What follows belongs to an exercise in optimizing a design on an open flow for small area, a short achievable clock period and few clock cycles; a production flow would make more cautious choices.
At most, simulation tests tie the RTL to the original design; equivalence was not proved.
Power figures rest on the tool's default switching activity, not on a simulated workload.

==> xenon <==
Design ppu_quire_acc, start of the top module:
module ppu_quire_acc (
   input  logic        clk_i,
   input  logic        rst_i,
   input  logic        in_valid_i,
   output logic        in_ready_o,
   input  logic [21:0] in_a_i,
   input  logic [21:0] in_b_i,
   input  logic        in_a_special_i,
   input  logic        in_b_special_i,
   input  logic        in_last_i,
   output logic        out_valid_o,
   input  logic        out_ready_i,
   output logic [48:0] out_meta_o,
   output logic        out_nar_o,
   output logic        out_zero_o
);
clock: 12.0 ns
lec_check: 0
cap_margin: 20
core_margin: 2
core_utilization: 60
place_density: 0.65
slew_margin: 20
synth_hierarchical: 1
run.sh (not shown) runs the stock make flow with config.mk's settings and CLKGATE_MAP_FILE= SYNTH_SCRIPT=/design/flow/synth_recipe.tcl, a recipe that flattens the netlist after the stock synthesis.
==> quartz: changes against xenon <==
--- a/flow/design.v
+++ b/flow/design.v
@@ -42,15 +42,17 @@
    parameter int W = 32
 ) (
    input  logic [W-1:0] a,
    input  logic [W-1:0] b,
    input  logic         cin,
    output logic [W-1:0] s,
    output logic         gout,     
-   output logic         pout      
+   output logic         pout,     
+   output logic         ones,     
+   output logic         onesm1    
 );
    localparam int LV = $clog2(W);
    logic [W-1:0] g [LV+1];
    logic [W-1:0] p [LV+1];
    logic [W-1:0] hp;
    assign hp   = a ^ b;
    assign g[0] = a & b;
@@ -66,14 +68,18 @@
             assign p[l+1][i] = p[l][i];
          end
       end
    end
    assign s    = hp ^ ({g[LV][W-2:0], 1'b0} | ({p[LV][W-2:0], 1'b1} & {W{cin}}));
    assign gout = g[LV][W-1];
    assign pout = p[LV][W-1];
+   logic [W-1:0] t;
+   assign t      = hp ^ {g[0][W-2:0], cin};
+   assign ones   = &t;
+   assign onesm1 = (&t[W-1:2]) & (hp[1] ^ (a[0] | b[0])) & ~t[0];
 endmodule
 module quire_booth_enc (
    input  logic [13:0] b,
    output logic [6:0] one,
    output logic [6:0] two,
    output logic [6:0] neg,
    output logic        btop
@@ -318,30 +324,33 @@
    assign t205 = ~neg[6] ^ (btop & a[13]) ^ t154;
    assign t206 = (~neg[6] & (btop & a[13])) | (~neg[6] & t154) | ((btop & a[13]) & t154);
    assign ra = {t204, t202, t200, t198, t196, t194, t192, t190, t188, t186, t184, t182, t180, t178, t176, t174, t172, t170, t168, t166, t164, t162, t160, t158, t156, neg[1], (((one[0] & a[1]) | (two[0] & a[0])) ^ neg[0]), (((one[0] & a[0])) ^ neg[0])};
    assign rb = {t205, t203, t201, t199, t197, t195, t193, t191, t189, t187, t185, t183, t181, t179, t177, t175, t173, t171, t169, t167, t165, t163, t161, t159, t157, t155, 1'b0, neg[0]};
 endmodule
 module quire_resolve (
    input  logic [255:0] x,
+   input  logic [7:0]   xones,    
+   input  logic [7:0]   xonesm1,  
    input  logic [6:0]   cr,       
    output logic [7:0]   kk,       
-   output logic [7:0]   nz,       
+   output logic [7:0]   jsel,     
+   output logic         none,     
    output logic         sgn
 );
-   logic [7:0] crin, z0, e0, e1, e2, gg, pp, rz, ro;
+   logic [7:0] crin, z0, e0, e1, e2, gg, pp, rz, ro, nz, above;
    logic [7:0] rz0, rz1, ro0, ro1;
    logic [7:0] lg [4];
    logic [7:0] lp [4];
    logic       a7, t1, t2, c0, c1;
    always_comb begin
       for (int i = 0; i < 8; i++) begin
          crin[i] = (i == 0) ? 1'b0 : cr[i-1];
          z0[i] = ~|x[32*i +: 32];
-         e0[i] = (&x[32*i+2 +: 30]) &  x[32*i+1] &  x[32*i];
-         e1[i] = (&x[32*i+2 +: 30]) &  x[32*i+1] & ~x[32*i];
+         e0[i] = xones[i];
+         e1[i] = xonesm1[i];
          e2[i] = (&x[32*i+2 +: 30]) & ~x[32*i+1] &  x[32*i];
          gg[i] = e0[i] & crin[i];
          pp[i] = (e0[i] & ~crin[i]) | (e1[i] & crin[i]);
          rz0[i] = crin[i] ? e0[i] : z0[i];
          rz1[i] = crin[i] ? e1[i] : e0[i];
          ro0[i] = crin[i] ? e1[i] : e0[i];
          ro1[i] = crin[i] ? e2[i] : e1[i];
@@ -368,36 +377,35 @@
    end
    always_comb begin
       kk  = {lg[3][6:0], 1'b0};
       rz  = (kk & rz1) | (~kk & rz0);
       ro  = (kk & ro1) | (~kk & ro0);
       sgn = x[255] ^ (kk[7] ? c1 : c0);
       nz  = sgn ? ~ro : ~rz;
+      above[7] = 1'b0;
+      for (int i = 6; i >= 0; i--) above[i] = above[i+1] | nz[i+1];
+      none = ~|nz;
+      for (int i = 0; i < 8; i++) jsel[i] = nz[i] & ~above[i];
+      jsel[0] = jsel[0] | none;
    end
 endmodule
 module quire_norm_coarse (
    input  logic [255:0] quire,
-   input  logic [7:0]   nz,
+   input  logic [7:0]   jsel,
    input  logic         sgn,
    output logic [71:0]  win,      
    output logic [4:0]   lzl,
    output logic [2:0]   m,        
-   output logic         none,     
    output logic         stk
 );
    logic [295:0] zz;
    logic [71:0]  c5;
-   logic [7:0]   o32, o24, below, under, above, jsel;
+   logic [7:0]   o32, o24, below, under;
    logic [31:0]  top;
    always_comb begin
-      above[7] = 1'b0;
-      for (int i = 6; i >= 0; i--) above[i] = above[i+1] | nz[i+1];
-      none = ~|nz;
-      for (int i = 0; i < 8; i++) jsel[i] = nz[i] & ~above[i];
-      jsel[0] = jsel[0] | none;
       m = 3'd0;
       for (int j = 0; j < 8; j++) if (jsel[j]) m = 3'(7 - j);
       zz = {quire, 40'b0};
       c5 = '0;
       for (int j = 0; j < 8; j++)
          c5 = c5 | ({72{jsel[j]}} & zz[32*j + 71 -: 72]);
       win = c5 ^ {72{sgn}};
@@ -643,36 +651,42 @@
                    {W{r2_fill[i]}} |
                    {{(W-1){1'b0}}, res & crin[i]};
          if (i == 0) cin[i] = r2_cin;
          else        cin[i] = res ? kk[i] : crin[i];
       end
    end
    logic [255:0] q;
-   logic [NC-1:0] rnz, nz_r;
-   logic          rsgn, sgn_r;
+   logic [NC-1:0] rjsel, jsel_r, xones, xonesm1, ones_nx, onesm1_nx;
+   logic          rsgn, sgn_r, rnone, none_r;
    assign q = {x[7], x[6], x[5], x[4], x[3], x[2], x[1], x[0]};
    quire_resolve u_res (
-      .x    (q),
-      .cr   (cr),
-      .kk   (kk[NC-1:0]),
-      .nz   (rnz),
-      .sgn  (rsgn)
+      .x       (q),
+      .xones   (xones),
+      .xonesm1 (xonesm1),
+      .cr      (cr),
+      .kk      (kk[NC-1:0]),
+      .jsel    (rjsel),
+      .none    (rnone),
+      .sgn     (rsgn)
    );
    always_ff @(posedge clk_i) begin
-      nz_r  <= rnz;
-      sgn_r <= rsgn;
+      jsel_r <= rjsel;
+      none_r <= rnone;
+      sgn_r  <= rsgn;
    end
    for (genvar i = 0; i < NC; i++) begin : g_chunk
       pfx_add_late #(.W(W)) u_add (
          .a    (xin[i]),
          .b    (a[i]),
          .cin  (cin[i]),
          .s    (sum[i]),
-         .gout (cg[i]),
-         .pout (cp[i])
+         .gout   (cg[i]),
+         .pout   (cp[i]),
+         .ones   (ones_nx[i]),
+         .onesm1 (onesm1_nx[i])
       );
    end
    always_ff @(posedge clk_i or posedge rst_i) begin
       if (rst_i) begin
          fr_a  <= 1'b1;
          fr_b  <= 1'b1;
          nfr_a <= 1'b0;
@@ -700,48 +714,49 @@
          res     <= r2_valid & r2_last;
          for (int i = 0; i < NC - 1; i++)
             cr[i] <= ~res & (cg[i] | (cp[i] & (i == 0 ? r2_cin : crin[i])));
       end
    end
    always_ff @(posedge clk_i) begin
       for (int i = 0; i < NC; i++) x[i] <= sum[i];
+      xones   <= ones_nx;
+      xonesm1 <= onesm1_nx;
       nar_acc    <= (nar_acc & ~fresh) | (r2_valid & r2_nar);
       sticky_acc <= (sticky_acc & ~fresh) | (r2_valid & r2_drop);
    end
    logic [71:0] crs_win, n1_win;
    logic [4:0]  crs_lzl, n1_lzl;
-   logic        crs_stk, crs_none;
+   logic        crs_stk;
    logic [2:0]  crs_m, n1_m;
    logic        n1_stk, n1_s, n1_none, n1_sticky, n1_nar, n1_valid;
    logic [40:0] fine_lead, n2_lead;
    logic        fine_nz;
    logic [7:0]  n2_lz;
    logic        n2_lownz, n2_s, n2_none, n2_sticky, n2_nar, n2_valid;
    logic [48:0] norm_meta;
    logic        norm_zero;
    logic [48:0] out_meta_r;
    logic        out_nar_r, out_zero_r;
    logic        n2_to_out;
    quire_norm_coarse u_coarse (
       .quire (q),
-      .nz    (nz_r),
+      .jsel  (jsel_r),
       .sgn   (sgn_r),
       .win   (crs_win),
       .lzl   (crs_lzl),
       .m     (crs_m),
-      .none  (crs_none),
       .stk   (crs_stk)
    );
    always_ff @(posedge clk_i) begin
       n1_win    <= crs_win;
       n1_lzl    <= crs_lzl;
       n1_m      <= crs_m;
       n1_stk    <= crs_stk;
       n1_s      <= sgn_r;
-      n1_none   <= crs_none;
+      n1_none   <= none_r;
       n1_sticky <= sticky_acc;
       n1_nar    <= nar_acc;
    end
    quire_norm_fine u_fine (
       .win  (n1_win),
       .lzl  (n1_lzl),
       .sgn  (n1_s),
==> juniper: changes against xenon <==
--- a/flow/design.v
+++ b/flow/design.v
@@ -42,15 +42,17 @@
    parameter int W = 32
 ) (
    input  logic [W-1:0] a,
    input  logic [W-1:0] b,
    input  logic         cin,
    output logic [W-1:0] s,
    output logic         gout,     
-   output logic         pout      
+   output logic         pout,     
+   output logic         ones,     
+   output logic         onesm1    
 );
    localparam int LV = $clog2(W);
    logic [W-1:0] g [LV+1];
    logic [W-1:0] p [LV+1];
    logic [W-1:0] hp;
    assign hp   = a ^ b;
    assign g[0] = a & b;
@@ -66,14 +68,18 @@
             assign p[l+1][i] = p[l][i];
          end
       end
    end
    assign s    = hp ^ ({g[LV][W-2:0], 1'b0} | ({p[LV][W-2:0], 1'b1} & {W{cin}}));
    assign gout = g[LV][W-1];
    assign pout = p[LV][W-1];
+   logic [W-1:0] t;
+   assign t      = hp ^ {g[0][W-2:0], cin};
+   assign ones   = &t;
+   assign onesm1 = (&t[W-1:2]) & (hp[1] ^ (a[0] | b[0])) & ~t[0];
 endmodule
 module quire_booth_enc (
    input  logic [13:0] b,
    output logic [6:0] one,
    output logic [6:0] two,
    output logic [6:0] neg,
    output logic        btop
@@ -318,30 +324,33 @@
    assign t205 = ~neg[6] ^ (btop & a[13]) ^ t154;
    assign t206 = (~neg[6] & (btop & a[13])) | (~neg[6] & t154) | ((btop & a[13]) & t154);
    assign ra = {t204, t202, t200, t198, t196, t194, t192, t190, t188, t186, t184, t182, t180, t178, t176, t174, t172, t170, t168, t166, t164, t162, t160, t158, t156, neg[1], (((one[0] & a[1]) | (two[0] & a[0])) ^ neg[0]), (((one[0] & a[0])) ^ neg[0])};
    assign rb = {t205, t203, t201, t199, t197, t195, t193, t191, t189, t187, t185, t183, t181, t179, t177, t175, t173, t171, t169, t167, t165, t163, t161, t159, t157, t155, 1'b0, neg[0]};
 endmodule
 module quire_resolve (
    input  logic [255:0] x,
+   input  logic [7:0]   xones,    
+   input  logic [7:0]   xonesm1,  
    input  logic [6:0]   cr,       
    output logic [7:0]   kk,       
-   output logic [7:0]   nz,       
+   output logic [7:0]   jsel,     
+   output logic         none,     
    output logic         sgn
 );
-   logic [7:0] crin, z0, e0, e1, e2, gg, pp, rz, ro;
+   logic [7:0] crin, z0, e0, e1, e2, gg, pp, rz, ro, nz, above;
    logic [7:0] rz0, rz1, ro0, ro1;
    logic [7:0] lg [4];
    logic [7:0] lp [4];
    logic       a7, t1, t2, c0, c1;
    always_comb begin
       for (int i = 0; i < 8; i++) begin
          crin[i] = (i == 0) ? 1'b0 : cr[i-1];
          z0[i] = ~|x[32*i +: 32];
-         e0[i] = (&x[32*i+2 +: 30]) &  x[32*i+1] &  x[32*i];
-         e1[i] = (&x[32*i+2 +: 30]) &  x[32*i+1] & ~x[32*i];
+         e0[i] = xones[i];
+         e1[i] = xonesm1[i];
          e2[i] = (&x[32*i+2 +: 30]) & ~x[32*i+1] &  x[32*i];
          gg[i] = e0[i] & crin[i];
          pp[i] = (e0[i] & ~crin[i]) | (e1[i] & crin[i]);
          rz0[i] = crin[i] ? e0[i] : z0[i];
          rz1[i] = crin[i] ? e1[i] : e0[i];
          ro0[i] = crin[i] ? e1[i] : e0[i];
          ro1[i] = crin[i] ? e2[i] : e1[i];
@@ -368,36 +377,35 @@
    end
    always_comb begin
       kk  = {lg[3][6:0], 1'b0};
       rz  = (kk & rz1) | (~kk & rz0);
       ro  = (kk & ro1) | (~kk & ro0);
       sgn = x[255] ^ (kk[7] ? c1 : c0);
       nz  = sgn ? ~ro : ~rz;
+      above[7] = 1'b0;
+      for (int i = 6; i >= 0; i--) above[i] = above[i+1] | nz[i+1];
+      none = ~|nz;
+      for (int i = 0; i < 8; i++) jsel[i] = nz[i] & ~above[i];
+      jsel[0] = jsel[0] | none;
    end
 endmodule
 module quire_norm_coarse (
    input  logic [255:0] quire,
-   input  logic [7:0]   nz,
+   input  logic [7:0]   jsel,
    input  logic         sgn,
    output logic [71:0]  win,      
    output logic [4:0]   lzl,
    output logic [2:0]   m,        
-   output logic         none,     
    output logic         stk
 );
    logic [295:0] zz;
    logic [71:0]  c5;
-   logic [7:0]   o32, o24, below, under, above, jsel;
+   logic [7:0]   o32, o24, below, under;
    logic [31:0]  top;
    always_comb begin
-      above[7] = 1'b0;
-      for (int i = 6; i >= 0; i--) above[i] = above[i+1] | nz[i+1];
-      none = ~|nz;
-      for (int i = 0; i < 8; i++) jsel[i] = nz[i] & ~above[i];
-      jsel[0] = jsel[0] | none;
       m = 3'd0;
       for (int j = 0; j < 8; j++) if (jsel[j]) m = 3'(7 - j);
       zz = {quire, 40'b0};
       c5 = '0;
       for (int j = 0; j < 8; j++)
          c5 = c5 | ({72{jsel[j]}} & zz[32*j + 71 -: 72]);
       win = c5 ^ {72{sgn}};
@@ -418,14 +426,15 @@
    end
 endmodule
 module quire_norm_fine (
    input  logic [71:0] win,
    input  logic [4:0]  lzl,
    input  logic        sgn,
    output logic [40:0] lead,     
+   output logic        allone,   
    output logic        nz        
 );
    logic [55:0] c4;
    logic [47:0] c3;
    logic [43:0] c2;
    logic [41:0] c1;
    logic [4:0]  drop;
@@ -439,19 +448,21 @@
       c2      = lzl[2] ? c3[43:0] : c3[47 -: 44];
       drop[2] = lzl[2] ? 1'b0 : |(c3[3:0] ^ {4{s}});
       c1      = lzl[1] ? c2[41:0] : c2[43 -: 42];
       drop[1] = lzl[1] ? 1'b0 : |(c2[1:0] ^ {2{s}});
       lead    = lzl[0] ? c1[40:0] : c1[41 -: 41];
       drop[0] = lzl[0] ? 1'b0 : (c1[0] ^ s);
       nz      = |drop;
+      allone  = &lead[39:0];
    end
 endmodule
 module quire_norm_out (
    input  logic [40:0] lead,
    input  logic [7:0]  lz,
+   input  logic        allone,
    input  logic        lownz,
    input  logic        sgn,
    input  logic        none,
    input  logic        sticky,
    output logic [48:0] meta,
    output logic        zero
 );
@@ -468,15 +479,15 @@
             assign run[l+1][i] = run[l][i];
          end
       end
    end
    always_comb begin
       s    = sgn;
       cy   = s & ~lownz;
-      ovf  = cy & run[6][39] & lead[39];
+      ovf  = cy & allone;
       frac = lead[39:0] ^ ({40{cy}} & run[6]);
       t0  = 7'(8'd127 - lz);
       t1  = 7'(8'd128 - lz);
       hi0 = lz < 8'd64;
       hi1 = lz < 8'd65;
       lo0 = lz > 8'd191;
       lo1 = lz > 8'd192;
@@ -643,36 +654,42 @@
                    {W{r2_fill[i]}} |
                    {{(W-1){1'b0}}, res & crin[i]};
          if (i == 0) cin[i] = r2_cin;
          else        cin[i] = res ? kk[i] : crin[i];
       end
    end
    logic [255:0] q;
-   logic [NC-1:0] rnz, nz_r;
-   logic          rsgn, sgn_r;
+   logic [NC-1:0] rjsel, jsel_r, xones, xonesm1, ones_nx, onesm1_nx;
+   logic          rsgn, sgn_r, rnone, none_r;
    assign q = {x[7], x[6], x[5], x[4], x[3], x[2], x[1], x[0]};
    quire_resolve u_res (
-      .x    (q),
-      .cr   (cr),
-      .kk   (kk[NC-1:0]),
-      .nz   (rnz),
-      .sgn  (rsgn)
+      .x       (q),
+      .xones   (xones),
+      .xonesm1 (xonesm1),
+      .cr      (cr),
+      .kk      (kk[NC-1:0]),
+      .jsel    (rjsel),
+      .none    (rnone),
+      .sgn     (rsgn)
    );
    always_ff @(posedge clk_i) begin
-      nz_r  <= rnz;
-      sgn_r <= rsgn;
+      jsel_r <= rjsel;
+      none_r <= rnone;
+      sgn_r  <= rsgn;
    end
    for (genvar i = 0; i < NC; i++) begin : g_chunk
       pfx_add_late #(.W(W)) u_add (
          .a    (xin[i]),
          .b    (a[i]),
          .cin  (cin[i]),
          .s    (sum[i]),
-         .gout (cg[i]),
-         .pout (cp[i])
+         .gout   (cg[i]),
+         .pout   (cp[i]),
+         .ones   (ones_nx[i]),
+         .onesm1 (onesm1_nx[i])
       );
    end
    always_ff @(posedge clk_i or posedge rst_i) begin
       if (rst_i) begin
          fr_a  <= 1'b1;
          fr_b  <= 1'b1;
          nfr_a <= 1'b0;
@@ -700,73 +717,77 @@
          res     <= r2_valid & r2_last;
          for (int i = 0; i < NC - 1; i++)
             cr[i] <= ~res & (cg[i] | (cp[i] & (i == 0 ? r2_cin : crin[i])));
       end
    end
    always_ff @(posedge clk_i) begin
       for (int i = 0; i < NC; i++) x[i] <= sum[i];
+      xones   <= ones_nx;
+      xonesm1 <= onesm1_nx;
       nar_acc    <= (nar_acc & ~fresh) | (r2_valid & r2_nar);
       sticky_acc <= (sticky_acc & ~fresh) | (r2_valid & r2_drop);
    end
    logic [71:0] crs_win, n1_win;
    logic [4:0]  crs_lzl, n1_lzl;
-   logic        crs_stk, crs_none;
+   logic        crs_stk;
    logic [2:0]  crs_m, n1_m;
    logic        n1_stk, n1_s, n1_none, n1_sticky, n1_nar, n1_valid;
    logic [40:0] fine_lead, n2_lead;
-   logic        fine_nz;
+   logic        fine_nz, fine_allone, n2_allone;
    logic [7:0]  n2_lz;
    logic        n2_lownz, n2_s, n2_none, n2_sticky, n2_nar, n2_valid;
    logic [48:0] norm_meta;
    logic        norm_zero;
    logic [48:0] out_meta_r;
    logic        out_nar_r, out_zero_r;
    logic        n2_to_out;
    quire_norm_coarse u_coarse (
       .quire (q),
-      .nz    (nz_r),
+      .jsel  (jsel_r),
       .sgn   (sgn_r),
       .win   (crs_win),
       .lzl   (crs_lzl),
       .m     (crs_m),
-      .none  (crs_none),
       .stk   (crs_stk)
    );
    always_ff @(posedge clk_i) begin
       n1_win    <= crs_win;
       n1_lzl    <= crs_lzl;
       n1_m      <= crs_m;
       n1_stk    <= crs_stk;
       n1_s      <= sgn_r;
-      n1_none   <= crs_none;
+      n1_none   <= none_r;
       n1_sticky <= sticky_acc;
       n1_nar    <= nar_acc;
    end
    quire_norm_fine u_fine (
       .win  (n1_win),
       .lzl  (n1_lzl),
       .sgn  (n1_s),
-      .lead (fine_lead),
-      .nz   (fine_nz)
+      .lead   (fine_lead),
+      .allone (fine_allone),
+      .nz     (fine_nz)
    );
    assign n2_to_out = n2_valid & ~out_valid_o;
    always_ff @(posedge clk_i) begin
       if (n1_valid) begin
          n2_lead   <= fine_lead;
+         n2_allone <= fine_allone;
          n2_lz     <= {n1_m, n1_lzl};
          n2_lownz  <= n1_stk | fine_nz;
          n2_s      <= n1_s;
          n2_none   <= n1_none;
          n2_sticky <= n1_sticky;
          n2_nar    <= n1_nar;
       end
    end
    quire_norm_out u_out (
       .lead   (n2_lead),
       .lz     (n2_lz),
+      .allone (n2_allone),
       .lownz  (n2_lownz),
       .sgn    (n2_s),
       .none   (n2_none),
       .sticky (n2_sticky),
       .meta   (norm_meta),
       .zero   (norm_zero)
    );
==> flow/flow/run.sh (new file) <==
#!/bin/bash
# The standard layout, with sky130_fd_sc_hd__buf_4 as the buffer that
# buffer_ports puts on every input and output port (ORFS otherwise picks a
# delay cell, clkdlybuf4s50_1, for them). Everything else is the standard flow's
# standard.sh: the standard synthesis and the ORFS flow with config.mk.
set -euo pipefail
export BUFFER_PORTS_ARGS="-buffer_cell sky130_fd_sc_hd__buf_4"
bash standard.sh > standard.log 2>&1
==> flow/standard.sh (new file) <==
#!/bin/bash
# synth_recipe.tcl (not shown) runs the flow's synth.tcl, then flattens the netlist and writes it again
# the make line also repeats each setting of config.mk as NAME=value (left out here)
make -C /OpenROAD-flow-scripts/flow DESIGN_CONFIG=/design/flow/config.mk WORK_HOME=/design/flow/orfs CLKGATE_MAP_FILE= SYNTH_SCRIPT=/design/flow/synth_recipe.tcl "${@:-finish}"
removed: flow/run.sh
==> comparison <==
- Global-route usage: juniper > quartz > xenon.
- Via count, lowest first: xenon, quartz, juniper.
- The lowest wire length belongs to xenon, the highest to juniper.
- Of xenon and juniper, juniper has the higher clock power (gap about 4%, measured against juniper).
- The lowest utilization belongs to juniper, the highest to xenon.
- Of juniper and xenon, juniper has the higher final area (gap 9.4%, measured against xenon).
- The highest synthesized cell count belongs to juniper, the lowest to xenon.
- Between xenon and juniper, the lower combinational power is in xenon (gap about 1%, measured against juniper).
- Sequential share of layout area: quartz is lower than xenon (1.4 points).
Testbench counts of xenon, summed over its fixed seeds: cycles 7,194.
Testbench counts of quartz, summed over its fixed seeds: cycles 7,194.
No functional check of the RTL was part of juniper.

-- static timing again, ports no longer ideal --
In the flow no input, the clock included, has a driving cell. The finished layouts below were timed again as built, in two steps.
Step 1 assumes that a clkbuf_16 drives the clock port and a buf_2 every other input.
Step 2 moves the port delays by t, midway between the first and last clock arrival at a register: inputs arrive t later, outputs are due t later. That takes back most of the time a late clock gives input paths.
a / b / c = no drivers / after step 1 / after step 2; a / b = the first two.
| run | t (ns) | setup slack, ns | hold WS [ns] | cell pins on the clock port's net |
|---|---|---|---|---|
| xenon | 0.743 | 7.366 / 7.366 / 7.366 | 0.324 / 0.324 / 0.324 | 1 |
| quartz | 0.773 | 7.813 / 7.741 / 7.813 | 0.325 / 0.325 / 0.325 | 1 |
| juniper | 0.794 | 7.927 / 7.927 / 7.927 | 0.326 / 0.326 / 0.326 | 1 |
After both steps setup and hold are still met in every run listed.
